This design comes from an exercise in tuning for small area on the open sky130 flow, not from production work.
Only simulation tests tie the RTL to the original design; equivalence was not proved.
Power and IR drop assume default switching activity.

== run 1 ==
## rv_slice_top
module rv_slice_top (
    input  logic        clk,
    input  logic        rst_n,
    input  logic [11:0] paddr,
    input  logic        psel,
    input  logic        penable,
    input  logic        pwrite,
    input  logic [31:0] pwdata,
    output logic [31:0] prdata,
    output logic        pready,
    output logic        pslverr
);
Size in the first run: about 1600 cells after synthesis, about 1100 flip-flops, roughly 83 I/O pins, about 25000 um2 of cells after synthesis.
export LEC_CHECK = 0
export CAP_MARGIN = 20
export CORE_MARGIN = 2
export CORE_UTILIZATION = 60
export PLACE_DENSITY = 0.7
export SLEW_MARGIN = 20
create_clock -name core_clock -period 12.0 [get_ports {clk}]
standard.sh (not shown) runs the stock make flow with config.mk's settings and CLKGATE_MAP_FILE= SYNTH_SCRIPT=/design/flow/synth_recipe.tcl, a recipe that flattens the netlist after the stock synthesis.
==> flow/flow/run.sh <==
#!/bin/bash
# The standard layout (standard.sh), with three changes:
#  - synthesis optimises and maps the logic with an area-oriented ABC script
#    (flow/abc_area_map.script: a time-bounded &deepsyn pass, then amap)
#    instead of ORFS's delay-oriented one; everything else in synthesis is unchanged
#  - port buffers use the smallest buffer (buf_1) instead of clkdlybuf4s50_1
#  - the clock tree uses clkbuf_4 leaf clusters of at most 12 sinks (42 um across), without dummy loads
set -e
rm -rf scripts_area
cp -r "$FLOW_HOME/scripts" scripts_area
cp flow/abc_area_map.script scripts_area/abc_speed.script
export SCRIPTS_DIR="$PWD/scripts_area"
export BUFFER_PORTS_ARGS="-buffer_cell sky130_fd_sc_hd__buf_1"
export CTS_ARGS="-sink_clustering_enable -repair_clock_nets -sink_clustering_size 12 -sink_clustering_max_diameter 42 -buf_list sky130_fd_sc_hd__clkbuf_4 -dont_use_dummy_load"
bash standard.sh > standard.log 2>&1
==> flow/flow/abc_area_map.script <==
strash
&get -n
&deepsyn -T 150 -I 4
&put
dch
amap -m -x
topo
strash
dch
amap -m -x
topo
Edits applied to the flow inputs when going from run 1 to run 2:
diff --git a/flow/flow/run.sh b/flow/flow/run.sh
--- a/flow/flow/run.sh
+++ b/flow/flow/run.sh
@@ -3,2 +3 @@
-#  - synthesis optimises and maps the logic with an area-oriented ABC script
-#    (flow/abc_area_map.script: a time-bounded &deepsyn pass, then amap)
+#  - synthesis maps the logic with an area-oriented ABC script (flow/abc_area_map.script)
==> flow/flow/abc_area_map.script <==
strash
dch
amap
topo
strash
dch
amap
topo
strash
dch
amap
topo
Notes after the runs:
Looking at global-route usage across run 1 and run 2, the one that comes out higher is run 1. Relative to run 1, routed metal-1 wire length has increased by 280 um in run 2. Area: run 2 vs run 1 -> run 2 larger. Run 2 finished every stage and its layout cleared the timing, design-rule and antenna checks. Final worst slack: run 2 < run 1. From run 1 to run 2 the numbers moved as follows: hold slack now smaller, number of distinct library cells after synthesis now smaller, buffer and inverter count on the worst path now larger. Against run 1, post-route total power in run 2 rose slightly.
Relative to run 2, the following input files were edited for run 3:
diff --git a/flow/flow/run.sh b/flow/flow/run.sh
--- a/flow/flow/run.sh
+++ b/flow/flow/run.sh
@@ -6 +6 @@
-#  - the clock tree uses clkbuf_4 leaf clusters of at most 12 sinks (42 um across), without dummy loads
+#  - the clock tree uses clkbuf_4 leaf clusters of at most 12 sinks, without dummy loads
@@ -13 +13 @@
-export CTS_ARGS="-sink_clustering_enable -repair_clock_nets -sink_clustering_size 12 -sink_clustering_max_diameter 42 -buf_list sky130_fd_sc_hd__clkbuf_4 -dont_use_dummy_load"
+export CTS_ARGS="-sink_clustering_enable -repair_clock_nets -sink_clustering_size 13 -sink_clustering_max_diameter 30 -buf_list sky130_fd_sc_hd__clkbuf_4 -dont_use_dummy_load"
==> flow/flow/abc_area_map.script <==
strash
dch
amap -m
topo
strash
dch
amap -m
topo
Relative to run 2, the number of design-rule violations left by the first detailed-router iteration of run 3 is higher by 46.
Looking at worst setup margin across both flows, run 3 is the stronger of the two, with run 2 trailing.
Run 3 | status: complete | timing, DRC, antenna: pass
| maximum vdd ir drop | lower: run 3 |
For run 4, these inputs were changed with respect to run 3:
diff --git a/flow/flow/run.sh b/flow/flow/run.sh
--- a/flow/flow/run.sh
+++ b/flow/flow/run.sh
@@ -6 +6 @@
-#  - the clock tree uses clkbuf_4 leaf clusters of at most 12 sinks, without dummy loads
+#  - the clock tree uses clkbuf_4 leaf clusters of at most 12 sinks (42 um across), without dummy loads
@@ -13 +13 @@
-export CTS_ARGS="-sink_clustering_enable -repair_clock_nets -sink_clustering_size 13 -sink_clustering_max_diameter 30 -buf_list sky130_fd_sc_hd__clkbuf_4 -dont_use_dummy_load"
+export CTS_ARGS="-sink_clustering_enable -sink_clustering_size 12 -sink_clustering_max_diameter 42 -buf_list sky130_fd_sc_hd__clkbuf_4 -dont_use_dummy_load"
==> flow/flow/abc_area_map.script <==
strash
dch
amap -m -x
topo
strash
dch
amap -m -x
topo
--- outcome ---
Max length of routed met2 wiring across run 4 and run 3: run 4. On switching portion of total power, run 4 tracks run 3 almost exactly. The run with more routed wire is run 4, not run 3. Re clock period minus final worst setup slack: run 4 and run 3 aren't equal, and the lower value belongs to run 4.
Modified inputs, run 5 compared to run 4
# run 4
export LEC_CHECK = 0
export CAP_MARGIN = 20
export CORE_MARGIN = 2
export CORE_UTILIZATION = 60
export PLACE_DENSITY = 0.7
export SLEW_MARGIN = 20
create_clock -name core_clock -period 12.0 [get_ports {clk}]
# run 5
export LEC_CHECK = 0
export CAP_MARGIN = 20
export CORE_MARGIN = 2
export CORE_UTILIZATION = 70
export PLACE_DENSITY = 0.8
export SLEW_MARGIN = 20
create_clock -name core_clock -period 12.0 [get_ports {clk}]
diff --git a/flow/flow/run.sh b/flow/flow/run.sh
--- a/flow/flow/run.sh
+++ b/flow/flow/run.sh
@@ -6 +6 @@
-#  - the clock tree uses clkbuf_4 leaf clusters of at most 12 sinks (42 um across), without dummy loads
+#  - the clock tree uses clkbuf_4 leaf clusters of at most 12 sinks, without dummy loads
@@ -13 +13 @@
-export CTS_ARGS="-sink_clustering_enable -sink_clustering_size 12 -sink_clustering_max_diameter 42 -buf_list sky130_fd_sc_hd__clkbuf_4 -dont_use_dummy_load"
+export CTS_ARGS="-sink_clustering_enable -repair_clock_nets -sink_clustering_size 12 -sink_clustering_max_diameter 35 -buf_list sky130_fd_sc_hd__clkbuf_4 -dont_use_dummy_load"
==> flow/flow/abc_area_map.script <==
strash
dch
amap -m
topo
strash
dch
amap -m
topo
Findings:
No stage failed in run 5, and the final checks on the layout all came back clean.
Power density normalized to cell area in run 5 is about 0.7% higher than in run 4
As far as CTS H-tree depth goes, run 5 and run 4 are indistinguishable; the numbers are identical.
Changes observed in run 5 relative to run 4: area growth from synthesis to layout has remained practically unchanged; wire length has increased.
Compared with run 4, total power in run 5 increased slightly.
In run 5 the clock buffer count in the final layout turned out 6 higher than in run 4.
Going from run 4 to run 5, global-route wire length before repair moved up; non-clock buffer total of the final layout moved up.

The RTL this note starts from:
==> flow/design.v <==
package rv_pkg;
    localparam int XLEN = 32;
endpackage
`timescale 1ns/1ps
module rv_slice_top (
    input  logic        clk,
    input  logic        rst_n,
    input  logic [11:0] paddr,
    input  logic        psel,
    input  logic        penable,
    input  logic        pwrite,
    input  logic [31:0] pwdata,
    output logic [31:0] prdata,
    output logic        pready,
    output logic        pslverr
);
    logic [6:0] opc;
    logic [2:0] f3;
    logic [6:0] f7;
    logic       is_lui, is_auipc, is_jal, is_jalr, is_br, is_opi, is_op;
    logic       op_imm_ok, op_ok, legal;
    logic       is_alu, is_shift, is_slt, is_logic, is_sub, is_sra, cmp_signed;
    assign opc = pwdata[6:0];
    assign f3  = pwdata[14:12];
    assign f7  = pwdata[31:25];
    assign op_imm_ok = (f3 == 3'b001) ? (f7 == 7'h00) :
                       (f3 == 3'b101) ? (f7 == 7'h00 || f7 == 7'h20) : 1'b1;
    assign op_ok     = (f7 == 7'h00) || (f7 == 7'h20 && (f3 == 3'b000 || f3 == 3'b101));
    assign is_lui   = (opc == 7'b0110111);
    assign is_auipc = (opc == 7'b0010111);
    assign is_jal   = (opc == 7'b1101111);
    assign is_jalr  = (opc == 7'b1100111) && (f3 == 3'b000);
    assign is_br    = (opc == 7'b1100011) && (f3[2:1] != 2'b01);
    assign is_opi   = (opc == 7'b0010011) && op_imm_ok;
    assign is_op    = (opc == 7'b0110011) && op_ok;
    assign legal    = is_lui | is_auipc | is_jal | is_jalr | is_br | is_opi | is_op;
    assign is_alu     = is_opi | is_op;
    assign is_shift   = is_alu && (f3[1:0] == 2'b01);
    assign is_slt     = is_alu && (f3[2:1] == 2'b01);
    assign is_logic   = is_alu && f3[2] && (f3[1:0] != 2'b01);
    assign is_sub     = is_op && (f3 == 3'b000) && f7[5];
    assign is_sra     = f7[5];
    assign cmp_signed = is_br ? ~f3[1] : ~f3[0];
    logic a_instr, a_pc, a_reg, ex, rd_ok, err;
    assign a_instr = (paddr == 12'h084);
    assign a_pc    = (paddr == 12'h080);
    assign a_reg   = (paddr[11:7] == 5'd0) && (paddr[1:0] == 2'b00);
    assign ex      = pwrite & a_instr & legal;
    assign rd_ok   = ~pwrite & (a_reg | a_pc);
    assign err     = ~(ex | rd_ok);
    logic [4:0] phase;
    logic       clr;         
    logic       ph0, ph31;
    logic [5:0] cnt;         
    logic       a_seen;      
    logic       a_done;      
    logic       aw;          
    logic       first;       
    logic       fin;         
    logic       pc_in_t;
    assign ph0   = (phase == 5'd0);
    assign ph31  = (phase == 5'd31);
    assign aw    = psel & ~a_done & (a_seen | ph0);
    assign first = ~cnt[5];
    always_comb begin
        if (err)           pready = 1'b1;
        else if (rd_ok)    pready = aw & ph31;
        else if (is_shift) pready = (cnt == 6'd63);
        else if (is_slt)   pready = a_done;
        else               pready = aw & ph31;
    end
    assign fin     = psel & penable & pready;
    assign pslverr = err;
    always_ff @(posedge clk or negedge rst_n) begin
        if (!rst_n) begin
            phase <= '0;
            clr   <= 1'b1;
        end else begin
            phase <= phase + 5'd1;
            if (ph31) clr <= 1'b0;
        end
    end
    always_ff @(posedge clk) begin
        if (!psel || fin) begin
            cnt    <= '0;
            a_seen <= 1'b0;
            a_done <= 1'b0;
        end else begin
            cnt <= cnt + 6'd1;
            if (ph0) a_seen <= 1'b1;
            if (aw && ph31) a_done <= 1'b1;
        end
    end
    logic [31:0] head;       
    logic [31:1] wen;
    logic        wd;
    logic [31:0] p_q, t_q;
    logic        p_in, t_in;
    assign head[0] = 1'b0;
    for (genvar n = 1; n < 32; n++) begin : g_x
        logic [31:0] q;
        always_ff @(posedge clk) begin
            q <= {wen[n] ? wd : q[0], q[31:1]};
        end
        assign head[n] = q[0];
    end
    always_ff @(posedge clk) begin
        p_q <= {p_in, p_q[31:1]};
        t_q <= {t_in, t_q[31:1]};
    end
    logic [4:0] ra_idx;
    logic       rs1, rs2, pc_b, rstream;
    assign ra_idx  = pwrite ? pwdata[19:15] : paddr[6:2];
    assign rs1     = head[ra_idx] & ~clr;
    assign rs2     = head[pwdata[24:20]] & ~clr;
    assign pc_b    = ((pc_in_t & first) ? t_q[0] : p_q[0]) & ~clr;
    assign rstream = a_pc ? pc_b : rs1;
    logic imm, fmt_u, fmt_b, fmt_j;
    logic m_lo, m_hi, m_mid, m_b;
    assign fmt_u = is_lui | is_auipc;
    assign fmt_b = is_br;
    assign fmt_j = is_jal;
    assign m_lo  = pwdata[5'd20 + {1'b0, phase[3:0]}];    
    assign m_hi  = pwdata[{1'b1, phase[3:0]}];            
    assign m_mid = pwdata[{3'b011, phase[1:0]}];          
    assign m_b   = pwdata[5'd7 + {2'b0, phase[2:0]}];     
    always_comb begin
        if (phase < 5'd11) begin
            if (fmt_u)                        imm = 1'b0;
            else if (phase == 5'd0)           imm = ~(fmt_b | fmt_j) & pwdata[20];
            else if (fmt_b && phase < 5'd5)   imm = m_b;
            else                              imm = m_lo;
        end else if (phase == 5'd11) begin
            imm = fmt_u ? 1'b0 : fmt_b ? pwdata[7] : fmt_j ? pwdata[20] : pwdata[31];
        end else if (fmt_u || (fmt_j && phase < 5'd20)) begin
            imm = phase[4] ? m_hi : m_mid;
        end else begin
            imm = pwdata[31];
        end
    end
    logic a_add, b_add, b_cmp, sum, c_add, c_in;
    logic inc, c_inc, ci_inc;
    logic lt, eq, lt_nx, eq_nx, diff, taken;
    logic logic_b;
    assign a_add = (is_auipc | is_jal | is_br) ? pc_b : (is_lui ? 1'b0 : rs1);
    assign b_add = (is_op ? rs2 : imm) ^ is_sub;
    assign b_cmp = (is_op | is_br) ? rs2 : imm;
    assign c_in  = ph0 ? is_sub : c_add;
    assign sum   = a_add ^ b_add ^ c_in;
    assign ci_inc = (phase == 5'd2) | c_inc;
    assign inc    = pc_b ^ ci_inc;
    assign diff  = rs1 ^ b_cmp;
    assign eq_nx = (ph0 | eq) & ~diff;
    assign lt_nx = diff ? ((ph31 & cmp_signed) ? rs1 : b_cmp) : (~ph0 & lt);
    assign taken = (f3[2] ? lt_nx : eq_nx) ^ f3[0];
    always_comb begin
        case (f3[1:0])
            2'b00:   logic_b = rs1 ^ b_cmp;
            2'b10:   logic_b = rs1 | b_cmp;
            default: logic_b = rs1 & b_cmp;
        endcase
    end
    always_ff @(posedge clk) begin
        c_add <= (a_add & b_add) | (c_in & (a_add ^ b_add));
        c_inc <= ~ph31 & pc_b & ci_inc;
        eq    <= eq_nx;
        lt    <= lt_nx;
    end
    logic [4:0] shamt;
    logic       sgn;
    logic [4:0] tap;
    logic       fill, sh_b;
    always_ff @(posedge clk) begin
        if (first && phase < 5'd5) shamt[phase[2:0]] <= b_cmp;
        if (first && ph31) sgn <= rs1;
    end
    assign tap  = f3[2] ? shamt : (5'd0 - shamt);
    assign fill = f3[2] ? (~shamt < phase) : (phase < shamt);
    assign sh_b = fill ? (f3[2] & is_sra & sgn) : t_q[tap];
    logic go, rd_we;
    assign go = psel & ex;
    always_comb begin
        if (is_shift)          rd_we = ~first;
        else if (is_slt)       rd_we = (aw & ~ph0) | a_done;
        else                   rd_we = aw & ~is_br;
    end
    always_comb begin
        if (clr)                   wd = 1'b0;
        else if (is_shift)         wd = sh_b;
        else if (is_slt)           wd = a_done & lt;
        else if (is_jal | is_jalr) wd = inc;
        else if (is_logic)         wd = logic_b;
        else                       wd = sum;
    end
    logic [7:0] we_hi;
    logic [3:0] we_lo;
    for (genvar i = 0; i < 8; i++) begin : g_wh
        assign we_hi[i] = clr | (go & rd_we & (pwdata[11:9] == i));
    end
    for (genvar i = 0; i < 4; i++) begin : g_wl
        assign we_lo[i] = clr | (pwdata[8:7] == i);
    end
    for (genvar n = 1; n < 32; n++) begin : g_we
        assign wen[n] = we_hi[n / 4] & we_lo[n % 4];
    end
    always_comb begin
        if (clr)                p_in = 1'b0;
        else if (go && aw) begin
            if (is_jal)         p_in = sum;
            else if (is_jalr)   p_in = sum & ~ph0;
            else                p_in = inc;
        end else                p_in = pc_b;
    end
    always_comb begin
        if (psel && rd_ok && aw)            t_in = rstream;
        else if (go && is_br && aw)         t_in = sum;
        else if (go && is_shift && first)   t_in = rs1;
        else                                t_in = t_q[0];
    end
    always_ff @(posedge clk) begin
        if (clr) begin
            pc_in_t <= 1'b0;
        end else if (fin && !err) begin
            pc_in_t <= ex & is_br & taken;
        end
    end
    assign prdata = {rstream, t_q[31:1]};
endmodule
clock: 12.0 ns
lec_check: 0
abc_area: 1
cap_margin: 20
core_margin: 2
core_utilization: 60
place_density: 0.7
slew_margin: 20
==> flow/flow/run.sh <==
#!/bin/bash
export BUFFER_PORTS_ARGS="-buffer_cell sky130_fd_sc_hd__buf_1"
export CTS_ARGS="-sink_clustering_enable -repair_clock_nets -sink_clustering_size 12 -sink_clustering_max_diameter 35 -buf_list sky130_fd_sc_hd__clkbuf_4 -dont_use_dummy_load"
bash standard.sh > standard.log 2>&1
The baseline went through all stages and came out clean.
==> next run, changes <==
==> flow/flow/run.sh (replaced) <==
#!/bin/bash
# The standard layout (standard.sh), with two changes:
#  - port buffers use the smallest buffer (buf_1) instead of clkdlybuf4s50_1
#  - the clock tree uses clkbuf_8 leaf clusters of at most 20 sinks, without dummy loads
export BUFFER_PORTS_ARGS="-buffer_cell sky130_fd_sc_hd__buf_1"
export CTS_ARGS="-sink_clustering_enable -repair_clock_nets -sink_clustering_size 20 -sink_clustering_max_diameter 50 -buf_list sky130_fd_sc_hd__clkbuf_8 -dont_use_dummy_load"
bash standard.sh > standard.log 2>&1
- ABC_AREA: 1 -> default
Outcome: Via count shrinks by roughly a tenth. Clock power grows by a few percent. Combinational power shrinks by about a fifth. Fmax shrinks by a few percent. Global-route usage shrinks by 0.84 points. Cell area shrinks slightly.
==> next run, changes <==
==> flow/flow/run.sh (replaced) <==
#!/bin/bash
# The standard layout (standard.sh), with three changes:
#  - synthesis maps the logic with an area-oriented ABC script (flow/abc_area_map.script)
#    instead of ORFS's delay-oriented one; everything else in synthesis is unchanged
#  - port buffers use the smallest buffer (buf_1) instead of clkdlybuf4s50_1
#  - the clock tree uses clkbuf_4 leaf clusters of at most 12 sinks, without dummy loads
set -e
rm -rf scripts_area
cp -r "$FLOW_HOME/scripts" scripts_area
cp flow/abc_area_map.script scripts_area/abc_speed.script
export SCRIPTS_DIR="$PWD/scripts_area"
export BUFFER_PORTS_ARGS="-buffer_cell sky130_fd_sc_hd__buf_1"
export CTS_ARGS="-sink_clustering_enable -repair_clock_nets -sink_clustering_size 12 -sink_clustering_max_diameter 50 -buf_list sky130_fd_sc_hd__clkbuf_4 -dont_use_dummy_load"
bash standard.sh > standard.log 2>&1
==> flow/flow/abc_area_map.script (new file) <==
strash
dch
amap -m
topo
strash
dch
amap -m
topo
After rerunning: Power fell slightly. Setup slack gets worse by 0.94 ns. Clock power falls by a little under a tenth. First-iteration DRC count came out higher by a few percent. Critical path depth rose by 4. Global-route usage rose by 1.3 points. Synthesized area fell by a few percent. Wire length rises by a few percent. Sequential share of layout area goes up by 2.0 points. Non-clock buffer count increases by 4. Via count goes up by a few percent.
==> next run, changes <==
--- a/flow/flow/run.sh
+++ b/flow/flow/run.sh
@@ -11,4 +11,4 @@
 export SCRIPTS_DIR="$PWD/scripts_area"
 export BUFFER_PORTS_ARGS="-buffer_cell sky130_fd_sc_hd__buf_1"
-export CTS_ARGS="-sink_clustering_enable -repair_clock_nets -sink_clustering_size 12 -sink_clustering_max_diameter 50 -buf_list sky130_fd_sc_hd__clkbuf_4 -dont_use_dummy_load"
+export CTS_ARGS="-sink_clustering_enable -repair_clock_nets -sink_clustering_size 12 -sink_clustering_max_diameter 35 -buf_list sky130_fd_sc_hd__clkbuf_4 -dont_use_dummy_load"
 bash standard.sh > standard.log 2>&1
Die area is unchanged.
Via count rises by about 0.64%.
Setup slack barely changes.
Clock power rises by about 3%.
Sequential cell count is unchanged.

static timing again, ports no longer ideal:
The flow's constraints put no driver on any port. The routed layouts listed below were extracted and timed again, unchanged, in two steps. Step 1: set_driving_cell puts a clkbuf_16 on clk and a buf_2 on each other input, an assumption about the parent block. Step 2, shift: input delay + t, output delay - t, t = (earliest + latest rising clock arrival at the registers) / 2. This alone moves slack from input paths to output paths. Three values: ideal, step 1, step 2; two values: the first two.
| run | t (ns) | setup WS [ns] | worst setup path at the end |
|---|---|---|---|
| run 1 | 0.864 | 4.187 / 4.166 / 4.166 | input to output |
| run 2 | 0.847 | 3.286 / 3.236 / 3.236 | input to output |
| run 3 | 0.860 | 4.105 / 4.084 / 4.084 | input to output |
| run 4 | 0.821 | 4.137 / 4.096 / 3.621 | input to register |
| run 5 | 0.822 | 4.170 / 4.147 / 4.147 | input to output |
| the first run of note 2 | 0.873 | 4.912 / 4.887 / 4.887 | input to output |
| the second run of note 2 | 0.656 | 4.549 / 4.470 / 4.470 | input to output |
| the third run of note 2 | 0.858 | 3.606 / 3.554 / 3.554 | input to output |
| the fourth run of note 2 | 0.869 | 3.603 / 3.549 / 3.549 | input to output |
After both steps every run listed still meets setup and hold. For run 4, which loses most, drivers alone change the setup slack by -0.041 ns; drivers and shift together by -0.516 ns.
